This is an optimization exercise on Yosys and OpenROAD, whose aim is small area, not a production implementation. At most, simulation tests tie the RTL to the original design; equivalence was not proved.

==> run C <==
## cmfs_top
module cmfs_top (
	input  logic        clk,
	input  logic        arst_n,
	input  logic        start,
	output logic        busy,
	input  logic [15:0] dir_x,
	input  logic [15:0] dir_y,
	input  logic [15:0] dir_z,
	output logic        done,
	output logic [2:0]  face,
	output logic [12:0] coord_u,
	output logic [12:0] coord_v,
	output logic        zero_vector
);
export LEC_CHECK = 0
export CAP_MARGIN = 5
export CORE_MARGIN = 2
export CORE_UTILIZATION = 55
export SLEW_MARGIN = 5
create_clock -name core_clock -period 4.5 [get_ports {clk}]
run.sh (not shown) runs the stock make flow with config.mk's settings and CLKGATE_MAP_FILE= SYNTH_SCRIPT=/design/flow/synth_recipe.tcl, a recipe that flattens the netlist after the stock synthesis.
==> run X: changes against run C <==
--- a/flow/config.mk
+++ b/flow/config.mk
@@ -6,6 +6,7 @@
 export NUM_CORES = 4
 export LEC_CHECK = 0
-export CAP_MARGIN = 5
+export CAP_MARGIN = 20
 export CORE_MARGIN = 2
-export CORE_UTILIZATION = 55
-export SLEW_MARGIN = 5
+export CORE_UTILIZATION = 40
+export GPL_TIMING_DRIVEN = 0
+export SLEW_MARGIN = 20
==> run Y: changes against run C <==
--- a/flow/config.mk
+++ b/flow/config.mk
@@ -6,6 +6,6 @@
 export NUM_CORES = 4
 export LEC_CHECK = 0
-export CAP_MARGIN = 5
+export CAP_MARGIN = 20
 export CORE_MARGIN = 2
-export CORE_UTILIZATION = 55
-export SLEW_MARGIN = 5
+export CORE_UTILIZATION = 40
+export SLEW_MARGIN = 20
==> summary of the runs <==
Design area: run Y > run C > run X.
The highest utilization belongs to run C, the lowest to run X.
Die area: run X is larger than run C (about 37%).
Maximum frequency, lowest first: run C, run X, run Y.
Run C completed, yet does not pass: negative setup slack. Run X produced a layout that fails on negative setup slack. Run Y went through all stages and came out clean.
Of run Y and run C, run C has the higher first-iteration DRC count (gap about 12%, measured against run C).
The lowest setup slack belongs to run C, the highest to run Y.
==> figures <==
| item | run C | run X | run Y |
|---|---|---|---|
| Run status | finished with violations | finished with violations | timing/DRC/antenna clean |
| Layout check failures | negative setup slack | negative setup slack | - |
| Depth of the worst register-to-register path | 21 | 20 | 22 |
| Die area | 56880 um2 | 77820 um2 | 77820 um2 |
| Total number of nets in the final design | 4357 | 4187 | 4389 |
| Layout Skew | 0.02354 ns | 0.03532 ns | 0.01354 ns |
| Post-Route Hold Slack | 0.3168 ns | 0.3030 ns | 0.3201 ns |
| Fin crit share | 1.023 | 1.017 | 0.9748 |
| Endpoints failing setup | 27 | 5 | 0 |
| Bufs w/o clock | 397 | 225 | 426 |
| Cell count after placement | 4432 | 4479 | 4739 |
| Detailed Route WL | 86.49 mm | 80.22 mm | 81.33 mm |
| Worst setup path end | u_unit.rv0r[15]$_DFF_P_ | u_unit.ru0r[10]$_DFF_P_ | u_unit.ru0r[8]$_DFF_P_ |
| Worst rel slew slack | 0.2298 | 0.3369 | 0.2757 |
| Period minus WS final | 4.605 ns | 4.578 ns | 4.387 ns |
| CP dominant cell by count | sky130_fd_sc_hd__nor3_4 | sky130_fd_sc_hd__buf_6 | sky130_fd_sc_hd__nand4_1 |
| Total setup buffers inserted after CTS | 9 | 46 | 7 |

==> job 5210: inputs <==
Another version of the RTL of cmfs_top (not shown whole).
==> flow/config.mk <==
export PLATFORM = sky130hd
export DESIGN_NAME = cmfs_top
export DESIGN_NICKNAME = cmfs_top
export VERILOG_FILES = /design/flow/design.v
export SDC_FILE = /design/flow/constraint.sdc
export NUM_CORES = 4
export LEC_CHECK = 0
export CAP_MARGIN = 20
export CORE_MARGIN = 2
export CORE_UTILIZATION = 40
export SLEW_MARGIN = 20
==> flow/constraint.sdc <==
create_clock -name core_clock -period 4.5 [get_ports {clk}]
set_input_delay 0.9000 -clock core_clock [delete_from_list [all_inputs] [get_ports {clk}]]
set_output_delay 0.9000 -clock core_clock [all_outputs]
set_load 0.01 [all_outputs]
==> inputs of job 1718, as changes to job 5210 <==
--- a/flow/design.v
+++ b/flow/design.v
@@ -49,27 +49,19 @@
 	logic [15:0] m_c, cu_c, cv_c;
 	logic        fu_c, fv_c, equ_c, eqv_c;
 	logic [15:0] ax_c, ay_c, az_c;
 	assign ax_c = dir.dir_x ^ ({orpre(dir.dir_x[14:0]), 1'b0} & {16{dir.dir_x[15]}});
 	assign ay_c = dir.dir_y ^ ({orpre(dir.dir_y[14:0]), 1'b0} & {16{dir.dir_y[15]}});
 	assign az_c = dir.dir_z ^ ({orpre(dir.dir_z[14:0]), 1'b0} & {16{dir.dir_z[15]}});
-	always_ff @(posedge clk or negedge arst_n) begin
-		if (!arst_n) vld_a <= 1'b0;
-		else         vld_a <= start;
-	end
-	always_ff @(posedge clk) begin
-		ax <= ax_c;
-		ay <= ay_c;
-		az <= az_c;
-		x[15] <= dir.dir_x[15];
-		y[15] <= dir.dir_y[15];
-		z[15] <= dir.dir_z[15];
-	end
-	assign x[14:0] = '0;
-	assign y[14:0] = '0;
-	assign z[14:0] = '0;
+	assign vld_a = start;
+	assign x  = dir.dir_x;
+	assign y  = dir.dir_y;
+	assign z  = dir.dir_z;
+	assign ax = ax_c;
+	assign ay = ay_c;
+	assign az = az_c;
 	always_comb begin
 		x_nz = ax != '0;
 		y_nz = ay != '0;
 		z_nz = az != '0;
 		z_ge_x = az >= ax;
 		z_ge_y = az >= ay;
@@ -127,67 +119,63 @@
 		eqv_c = eqv_c && !fv_c;
 		if (zero_c) begin
 			m_c   = 16'd1;
 			equ_c = 1'b0;
 			eqv_c = 1'b0;
 		end
+		fu_c  = fu_c || equ_c;
+		fv_c  = fv_c || eqv_c;
 	end
 	logic        vld_0;
-	logic        zero_0;
 	logic        equ_0;
 	logic        eqv_0;
 	logic [2:0] face_0;
 	logic [15:0] m_0;
 	logic        fu_0;
 	logic        fv_0;
 	logic [14:0] ru_0, rv_0;
 	assign vld_0  = vld_a;
-	assign zero_0 = zero_c;
 	assign equ_0  = equ_c;
 	assign eqv_0  = eqv_c;
-	assign face_0 = face_c;
+	assign face_0 = zero_c ? 3'd6 : face_c;
 	assign m_0    = m_c;
 	assign fu_0   = fu_c;
 	assign fv_0   = fv_c;
 	assign ru_0   = cu_c[14:0];
 	assign rv_0   = cv_c[14:0];
 	logic        vld_0r;
-	logic        zero_0r;
 	logic        equ_0r;
 	logic        eqv_0r;
 	logic [2:0] face_0r;
 	logic [15:0] m_0r;
 	logic        fu_0r;
 	logic        fv_0r;
 	logic [14:0] ru_0r, rv_0r;
 	always_ff @(posedge clk or negedge arst_n) begin
 		if (!arst_n) vld_0r <= 1'b0;
 		else         vld_0r <= vld_0;
 	end
 	always_ff @(posedge clk) begin
-		zero_0r <= zero_0;
 		equ_0r <= equ_0;
 		eqv_0r <= eqv_0;
 		face_0r <= face_0;
 		m_0r <= m_0;
 		fu_0r <= fu_0;
 		fv_0r <= fv_0;
 		ru_0r <= ru_0;
 		rv_0r <= rv_0;
 	end
 	logic        vld_1;
-	logic        zero_1;
 	logic        equ_1;
 	logic        eqv_1;
 	logic [2:0] face_1;
 	logic [15:0] m_1;
 	logic        fu_1;
 	logic        fv_1;
 	logic [14:0] ru_1, rv_1;
 	assign vld_1 = vld_0r;
-	assign zero_1 = zero_0r;
 	assign equ_1 = equ_0r;
 	assign eqv_1 = eqv_0r;
 	assign face_1 = face_0r;
 	assign m_1 = m_0r;
 	assign fu_1 = fu_0r;
 	assign fv_1 = fv_0r;
@@ -195,23 +183,21 @@
 	assign su_1 = {ru_0r, 1'b0} + ~m_0r + 16'(!fu_0r);
 	assign ru_1 = su_1[15:1];
 	logic [15:0] sv_1;
 	assign sv_1 = {rv_0r, 1'b0} + ~m_0r + 16'(!fv_0r);
 	assign rv_1 = sv_1[15:1];
 	logic        vld_2;
-	logic        zero_2;
 	logic        equ_2;
 	logic        eqv_2;
 	logic [2:0] face_2;
 	logic [15:0] m_2;
 	logic        fu_2;
 	logic        fv_2;
 	logic [14:0] ru_2, rv_2;
 	logic [10:10] qu_2, qv_2;
 	assign vld_2 = vld_1;
-	assign zero_2 = zero_1;
 	assign equ_2 = equ_1;
 	assign eqv_2 = eqv_1;
 	assign face_2 = face_1;
 	assign m_2 = m_1;
 	assign fu_2 = fu_1;
 	assign fv_2 = fv_1;
@@ -341,13 +327,12 @@
 	assign cv_2[13] = tv_2_45_g;
 	assign cv_2[14] = tv_2_52_g;
 	assign cv_2[15] = tv_2_41_g;
 	assign sv_2 = pv_2 ^ cv_2;
 	assign rv_2 = sv_2[15:1];
 	logic        vld_2r;
-	logic        zero_2r;
 	logic        equ_2r;
 	logic        eqv_2r;
 	logic [2:0] face_2r;
 	logic [15:0] m_2r;
 	logic        fu_2r;
 	logic        fv_2r;
@@ -355,36 +340,33 @@
 	logic [10:10] qu_2r, qv_2r;
 	always_ff @(posedge clk or negedge arst_n) begin
 		if (!arst_n) vld_2r <= 1'b0;
 		else         vld_2r <= vld_2;
 	end
 	always_ff @(posedge clk) begin
-		zero_2r <= zero_2;
 		equ_2r <= equ_2;
 		eqv_2r <= eqv_2;
 		face_2r <= face_2;
 		m_2r <= m_2;
 		fu_2r <= fu_2;
 		fv_2r <= fv_2;
 		ru_2r <= ru_2;
 		rv_2r <= rv_2;
 		qu_2r <= qu_2;
 		qv_2r <= qv_2;
 	end
 	logic        vld_3;
-	logic        zero_3;
 	logic        equ_3;
 	logic        eqv_3;
 	logic [2:0] face_3;
 	logic [15:0] m_3;
 	logic        fu_3;
 	logic        fv_3;
 	logic [14:0] ru_3, rv_3;
 	logic [10:9] qu_3, qv_3;
 	assign vld_3 = vld_2r;
-	assign zero_3 = zero_2r;
 	assign equ_3 = equ_2r;
 	assign eqv_3 = eqv_2r;
 	assign face_3 = face_2r;
 	assign m_3 = m_2r;
 	assign fu_3 = fu_2r;
 	assign fv_3 = fv_2r;
@@ -514,23 +496,21 @@
 	assign cv_3[13] = tv_3_97_g;
 	assign cv_3[14] = tv_3_104_g;
 	assign cv_3[15] = tv_3_93_g;
 	assign sv_3 = pv_3 ^ cv_3;
 	assign rv_3 = sv_3[15:1];
 	logic        vld_4;
-	logic        zero_4;
 	logic        equ_4;
 	logic        eqv_4;
 	logic [2:0] face_4;
 	logic [15:0] m_4;
 	logic        fu_4;
 	logic        fv_4;
 	logic [14:0] ru_4, rv_4;
 	logic [10:8] qu_4, qv_4;
 	assign vld_4 = vld_3;
-	assign zero_4 = zero_3;
 	assign equ_4 = equ_3;
 	assign eqv_4 = eqv_3;
 	assign face_4 = face_3;
 	assign m_4 = m_3;
 	assign fu_4 = fu_3;
 	assign fv_4 = fv_3;
@@ -660,13 +640,12 @@
 	assign cv_4[13] = tv_4_149_g;
 	assign cv_4[14] = tv_4_156_g;
 	assign cv_4[15] = tv_4_145_g;
 	assign sv_4 = pv_4 ^ cv_4;
 	assign rv_4 = sv_4[15:1];
 	logic        vld_4r;
-	logic        zero_4r;
 	logic        equ_4r;
 	logic        eqv_4r;
 	logic [2:0] face_4r;
 	logic [15:0] m_4r;
 	logic        fu_4r;
 	logic        fv_4r;
@@ -674,36 +653,33 @@
 	logic [10:8] qu_4r, qv_4r;
 	always_ff @(posedge clk or negedge arst_n) begin
 		if (!arst_n) vld_4r <= 1'b0;
 		else         vld_4r <= vld_4;
 	end
 	always_ff @(posedge clk) begin
-		zero_4r <= zero_4;
 		equ_4r <= equ_4;
 		eqv_4r <= eqv_4;
 		face_4r <= face_4;
 		m_4r <= m_4;
 		fu_4r <= fu_4;
 		fv_4r <= fv_4;
 		ru_4r <= ru_4;
 		rv_4r <= rv_4;
 		qu_4r <= qu_4;
 		qv_4r <= qv_4;
 	end
 	logic        vld_5;
-	logic        zero_5;
 	logic        equ_5;
 	logic        eqv_5;
 	logic [2:0] face_5;
 	logic [15:0] m_5;
 	logic        fu_5;
 	logic        fv_5;
 	logic [14:0] ru_5, rv_5;
 	logic [10:7] qu_5, qv_5;
 	assign vld_5 = vld_4r;
-	assign zero_5 = zero_4r;
 	assign equ_5 = equ_4r;
 	assign eqv_5 = eqv_4r;
 	assign face_5 = face_4r;
 	assign m_5 = m_4r;
 	assign fu_5 = fu_4r;
 	assign fv_5 = fv_4r;
@@ -833,23 +809,21 @@
 	assign cv_5[13] = tv_5_201_g;
 	assign cv_5[14] = tv_5_208_g;
 	assign cv_5[15] = tv_5_197_g;
 	assign sv_5 = pv_5 ^ cv_5;
 	assign rv_5 = sv_5[15:1];
 	logic        vld_6;
-	logic        zero_6;
 	logic        equ_6;
 	logic        eqv_6;
 	logic [2:0] face_6;
 	logic [15:0] m_6;
 	logic        fu_6;
 	logic        fv_6;
 	logic [14:0] ru_6, rv_6;
 	logic [10:6] qu_6, qv_6;
 	assign vld_6 = vld_5;
-	assign zero_6 = zero_5;
 	assign equ_6 = equ_5;
 	assign eqv_6 = eqv_5;
 	assign face_6 = face_5;
 	assign m_6 = m_5;
 	assign fu_6 = fu_5;
 	assign fv_6 = fv_5;
@@ -979,13 +953,12 @@
 	assign cv_6[13] = tv_6_253_g;
 	assign cv_6[14] = tv_6_260_g;
 	assign cv_6[15] = tv_6_249_g;
 	assign sv_6 = pv_6 ^ cv_6;
 	assign rv_6 = sv_6[15:1];
 	logic        vld_6r;
-	logic        zero_6r;
 	logic        equ_6r;
 	logic        eqv_6r;
 	logic [2:0] face_6r;
 	logic [15:0] m_6r;
 	logic        fu_6r;
 	logic        fv_6r;
@@ -993,36 +966,33 @@
 	logic [10:6] qu_6r, qv_6r;
 	always_ff @(posedge clk or negedge arst_n) begin
 		if (!arst_n) vld_6r <= 1'b0;
 		else         vld_6r <= vld_6;
 	end
 	always_ff @(posedge clk) begin
-		zero_6r <= zero_6;
 		equ_6r <= equ_6;
 		eqv_6r <= eqv_6;
 		face_6r <= face_6;
 		m_6r <= m_6;
 		fu_6r <= fu_6;
 		fv_6r <= fv_6;
 		ru_6r <= ru_6;
 		rv_6r <= rv_6;
 		qu_6r <= qu_6;
 		qv_6r <= qv_6;
 	end
 	logic        vld_7;
-	logic        zero_7;
 	logic        equ_7;
 	logic        eqv_7;
 	logic [2:0] face_7;
 	logic [15:0] m_7;
 	logic        fu_7;
 	logic        fv_7;
 	logic [14:0] ru_7, rv_7;
 	logic [10:5] qu_7, qv_7;
 	assign vld_7 = vld_6r;
-	assign zero_7 = zero_6r;
 	assign equ_7 = equ_6r;
 	assign eqv_7 = eqv_6r;
 	assign face_7 = face_6r;
 	assign m_7 = m_6r;
 	assign fu_7 = fu_6r;
 	assign fv_7 = fv_6r;
@@ -1152,23 +1122,21 @@
 	assign cv_7[13] = tv_7_305_g;
 	assign cv_7[14] = tv_7_312_g;
 	assign cv_7[15] = tv_7_301_g;
 	assign sv_7 = pv_7 ^ cv_7;
 	assign rv_7 = sv_7[15:1];
 	logic        vld_8;
-	logic        zero_8;
 	logic        equ_8;
 	logic        eqv_8;
 	logic [2:0] face_8;
 	logic [15:0] m_8;
 	logic        fu_8;
 	logic        fv_8;
 	logic [14:0] ru_8, rv_8;
 	logic [10:4] qu_8, qv_8;
 	assign vld_8 = vld_7;
-	assign zero_8 = zero_7;
 	assign equ_8 = equ_7;
 	assign eqv_8 = eqv_7;
 	assign face_8 = face_7;
 	assign m_8 = m_7;
 	assign fu_8 = fu_7;
 	assign fv_8 = fv_7;
@@ -1298,13 +1266,12 @@
 	assign cv_8[13] = tv_8_357_g;
 	assign cv_8[14] = tv_8_364_g;
 	assign cv_8[15] = tv_8_353_g;
 	assign sv_8 = pv_8 ^ cv_8;
 	assign rv_8 = sv_8[15:1];
 	logic        vld_8r;
-	logic        zero_8r;
 	logic        equ_8r;
 	logic        eqv_8r;
 	logic [2:0] face_8r;
 	logic [15:0] m_8r;
 	logic        fu_8r;
 	logic        fv_8r;
@@ -1312,36 +1279,33 @@
 	logic [10:4] qu_8r, qv_8r;
 	always_ff @(posedge clk or negedge arst_n) begin
 		if (!arst_n) vld_8r <= 1'b0;
 		else         vld_8r <= vld_8;
 	end
 	always_ff @(posedge clk) begin
-		zero_8r <= zero_8;
 		equ_8r <= equ_8;
 		eqv_8r <= eqv_8;
 		face_8r <= face_8;
 		m_8r <= m_8;
 		fu_8r <= fu_8;
 		fv_8r <= fv_8;
 		ru_8r <= ru_8;
 		rv_8r <= rv_8;
 		qu_8r <= qu_8;
 		qv_8r <= qv_8;
 	end
 	logic        vld_9;
-	logic        zero_9;
 	logic        equ_9;
 	logic        eqv_9;
 	logic [2:0] face_9;
 	logic [15:0] m_9;
 	logic        fu_9;
 	logic        fv_9;
 	logic [14:0] ru_9, rv_9;
 	logic [10:3] qu_9, qv_9;
 	assign vld_9 = vld_8r;
-	assign zero_9 = zero_8r;
 	assign equ_9 = equ_8r;
 	assign eqv_9 = eqv_8r;
 	assign face_9 = face_8r;
 	assign m_9 = m_8r;
 	assign fu_9 = fu_8r;
 	assign fv_9 = fv_8r;
@@ -1471,23 +1435,21 @@
 	assign cv_9[13] = tv_9_409_g;
 	assign cv_9[14] = tv_9_416_g;
 	assign cv_9[15] = tv_9_405_g;
 	assign sv_9 = pv_9 ^ cv_9;
 	assign rv_9 = sv_9[15:1];
 	logic        vld_10;
-	logic        zero_10;
 	logic        equ_10;
 	logic        eqv_10;
 	logic [2:0] face_10;
 	logic [15:0] m_10;
 	logic        fu_10;
 	logic        fv_10;
 	logic [14:0] ru_10, rv_10;
 	logic [10:2] qu_10, qv_10;
 	assign vld_10 = vld_9;
-	assign zero_10 = zero_9;
 	assign equ_10 = equ_9;
 	assign eqv_10 = eqv_9;
 	assign face_10 = face_9;
 	assign m_10 = m_9;
 	assign fu_10 = fu_9;
 	assign fv_10 = fv_9;
@@ -1617,13 +1579,12 @@
 	assign cv_10[13] = tv_10_461_g;
 	assign cv_10[14] = tv_10_468_g;
 	assign cv_10[15] = tv_10_457_g;
 	assign sv_10 = pv_10 ^ cv_10;
 	assign rv_10 = sv_10[15:1];
 	logic        vld_10r;
-	logic        zero_10r;
 	logic        equ_10r;
 	logic        eqv_10r;
 	logic [2:0] face_10r;
 	logic [15:0] m_10r;
 	logic        fu_10r;
 	logic        fv_10r;
@@ -1631,36 +1592,33 @@
 	logic [10:2] qu_10r, qv_10r;
 	always_ff @(posedge clk or negedge arst_n) begin
 		if (!arst_n) vld_10r <= 1'b0;
 		else         vld_10r <= vld_10;
 	end
 	always_ff @(posedge clk) begin
-		zero_10r <= zero_10;
 		equ_10r <= equ_10;
 		eqv_10r <= eqv_10;
 		face_10r <= face_10;
 		m_10r <= m_10;
 		fu_10r <= fu_10;
 		fv_10r <= fv_10;
 		ru_10r <= ru_10;
 		rv_10r <= rv_10;
 		qu_10r <= qu_10;
 		qv_10r <= qv_10;
 	end
 	logic        vld_11;
-	logic        zero_11;
 	logic        equ_11;
 	logic        eqv_11;
 	logic [2:0] face_11;
 	logic [15:0] m_11;
 	logic        fu_11;
 	logic        fv_11;
 	logic [14:0] ru_11, rv_11;
 	logic [10:1] qu_11, qv_11;
 	assign vld_11 = vld_10r;
-	assign zero_11 = zero_10r;
 	assign equ_11 = equ_10r;
 	assign eqv_11 = eqv_10r;
 	assign face_11 = face_10r;
 	assign m_11 = m_10r;
 	assign fu_11 = fu_10r;
 	assign fv_11 = fv_10r;
@@ -1793,16 +1751,16 @@
 	assign sv_11 = pv_11 ^ cv_11;
 	assign rv_11 = sv_11[15:1];
 	logic [11:0] qu_f, qv_f;
 	assign qu_f = {!fu_11, qu_11, !(ru_11[14] ^ fu_11)};
 	assign qv_f = {!fv_11, qv_11, !(rv_11[14] ^ fv_11)};
 	assign done            = vld_11;
-	assign res.face        = face_11;
-	assign res.zero_vector = zero_11;
-	assign res.coord_u     = {equ_11, qu_f & {12{!equ_11}}};
-	assign res.coord_v     = {eqv_11, qv_f & {12{!eqv_11}}};
+	assign res.zero_vector = face_11 == 3'd6;
+	assign res.face        = res.zero_vector ? 3'd5 : face_11;
+	assign res.coord_u     = {equ_11, qu_f};
+	assign res.coord_v     = {eqv_11, qv_f};
 endmodule
 module cmfs_top (
 	input  logic        clk,
 	input  logic        arst_n,
 	input  logic        start,
 	output logic        busy,
ABC_AREA = 1   (was default)
CORE_UTILIZATION = 55   (was 40)
CTS_CLUSTER_DIAMETER = 70   (was default)
CTS_CLUSTER_SIZE = 35   (was default)
GPL_TIMING_DRIVEN = 0   (was default)
PLACE_DENSITY = 0.7   (was default)
==> inputs of job 9351, as changes to job 5210 <==
--- a/flow/design.v
+++ b/flow/design.v
@@ -49,27 +49,19 @@
 	logic [15:0] m_c, cu_c, cv_c;
 	logic        fu_c, fv_c, equ_c, eqv_c;
 	logic [15:0] ax_c, ay_c, az_c;
 	assign ax_c = dir.dir_x ^ ({orpre(dir.dir_x[14:0]), 1'b0} & {16{dir.dir_x[15]}});
 	assign ay_c = dir.dir_y ^ ({orpre(dir.dir_y[14:0]), 1'b0} & {16{dir.dir_y[15]}});
 	assign az_c = dir.dir_z ^ ({orpre(dir.dir_z[14:0]), 1'b0} & {16{dir.dir_z[15]}});
-	always_ff @(posedge clk or negedge arst_n) begin
-		if (!arst_n) vld_a <= 1'b0;
-		else         vld_a <= start;
-	end
-	always_ff @(posedge clk) begin
-		ax <= ax_c;
-		ay <= ay_c;
-		az <= az_c;
-		x[15] <= dir.dir_x[15];
-		y[15] <= dir.dir_y[15];
-		z[15] <= dir.dir_z[15];
-	end
-	assign x[14:0] = '0;
-	assign y[14:0] = '0;
-	assign z[14:0] = '0;
+	assign vld_a = start;
+	assign x  = dir.dir_x;
+	assign y  = dir.dir_y;
+	assign z  = dir.dir_z;
+	assign ax = ax_c;
+	assign ay = ay_c;
+	assign az = az_c;
 	always_comb begin
 		x_nz = ax != '0;
 		y_nz = ay != '0;
 		z_nz = az != '0;
 		z_ge_x = az >= ax;
 		z_ge_y = az >= ay;
ABC_AREA = 1   (was default)
CTS_CLUSTER_DIAMETER = 60   (was default)
CTS_CLUSTER_SIZE = 30   (was default)
==> run notes <==
The lowest wire length belongs to job 9351, the highest to job 5210.
In job 1718 the via count is larger than in job 9351, by about 2%.
Design area, lowest first: job 1718, job 9351, job 5210.
Between job 1718 and job 9351, the lower critical path depth is in job 9351 (gap 3).
In job 5210 the hold slack is worse than in job 9351, by 0.0074 ns.
Utilization: job 9351 < job 5210 < job 1718.
In job 5210 the area after synthesis is higher than in job 9351, by about 4%.
Job 5210 produced a layout that fails on setup timing. Job 9351 finished with timing, DRC and antenna clean. Job 1718 finished clean.
==> figures <==
Status: job 5210 complete, but fails checks; job 9351 timing/DRC/antenna clean; job 1718 timing/DRC/antenna clean
Reasons for failing layout checks: job 5210 setup timing; job 9351 -; job 1718 -
CP dominant cell by count: job 5210 -; job 9351 sky130_fd_sc_hd__a21oi_1; job 1718 sky130_fd_sc_hd__a21oi_1
Design Area, Final: job 5210 35100 um^2; job 9351 31800 um^2; job 1718 30600 um^2
Area fraction in and, or, nand and nor cells after synthesis: job 5210 9.24%; job 9351 15.3%; job 1718 15.4%
Routing usage on met2: job 5210 38.4%; job 9351 34.3%; job 1718 49.5%
Worst setup startpoint: job 5210 u_unit.ru_8r[14]; job 9351 u_unit.ru_10r[14]; job 1718 u_unit.ru_10r[14]
CORE AREA: job 5210 69900 um^2; job 9351 67000 um^2; job 1718 48600 um^2
Synth Warn #: job 5210 4; job 9351 1; job 1718 1
Min-Delay Startpoint: job 5210 u_unit.eqv_8r; job 9351 u_unit.qu_8r[6]; job 1718 u_unit.eqv_0r
End point of the most critical hold path: job 5210 u_unit.eqv_10r; job 9351 u_unit.qu_10r[6]; job 1718 u_unit.eqv_2r
Met3 Routed Length: job 5210 2350 um; job 9351 1380 um; job 1718 2260 um
Final setup TNS: job 5210 -0.00837 ns; job 9351 0 ns; job 1718 0 ns
Initial drt markers: job 5210 978; job 9351 670; job 1718 1109
Sequential fraction of the synthesis area: job 5210 30.8%; job 9351 28.2%; job 1718 27.9%
Slowest-stage cell, CP: job 5210 sky130_fd_sc_hd__dfxtp_4; job 9351 sky130_fd_sc_hd__dfxtp_2; job 1718 sky130_fd_sc_hd__clkdlybuf4s50_1
Post-CTS Setup Inserts: job 5210 14; job 9351 0; job 1718 7
Detailed-route via count: job 5210 21249; job 9351 20225; job 1718 20613
Clock tree skew after final layout: job 5210 0.0243 ns; job 9351 0.0274 ns; job 1718 0.0265 ns
No functional check of the RTL was part of job 5210.

## separate check: timing with driven ports
No port has a modelled driver above. Below, the same layouts with a new extraction and two added sets of constraints.
Step 1, drivers: a clkbuf_16 drives clk and a buf_2 each remaining input, both assumed.
Step 2 times the ports against the registers' clock, not the clock port: input delays grow and output delays shrink by t, the midpoint of the rising clock arrivals with the driver on.
Three values: ideal, step 1, step 2; two values: the first two.
run	t, ns	setup slack, ns	slew at the worst register clock pin (ns)
run C	0.635	-0.105 / -0.094 / -0.728	0.07 / 0.07
run X	0.632	-0.078 / -0.056 / -0.688	0.06 / 0.06
run Y	0.643	0.113 / 0.150 / -0.493	0.07 / 0.07
job 5210	0.667	-0.008 / -0.008 / -0.008	0.07 / 0.07
job 1718	0.665	0.197 / 0.138 / -0.460	0.11 / 0.11
job 9351	0.619	0.148 / 0.088 / -0.275	0.10 / 0.10
With both steps, setup timing fails in run Y, job 1718 and job 9351, where it was met with ideal ports. The setup slack of job 1718, which loses most, moves by -0.059 ns with the drivers and by -0.657 ns with both steps.
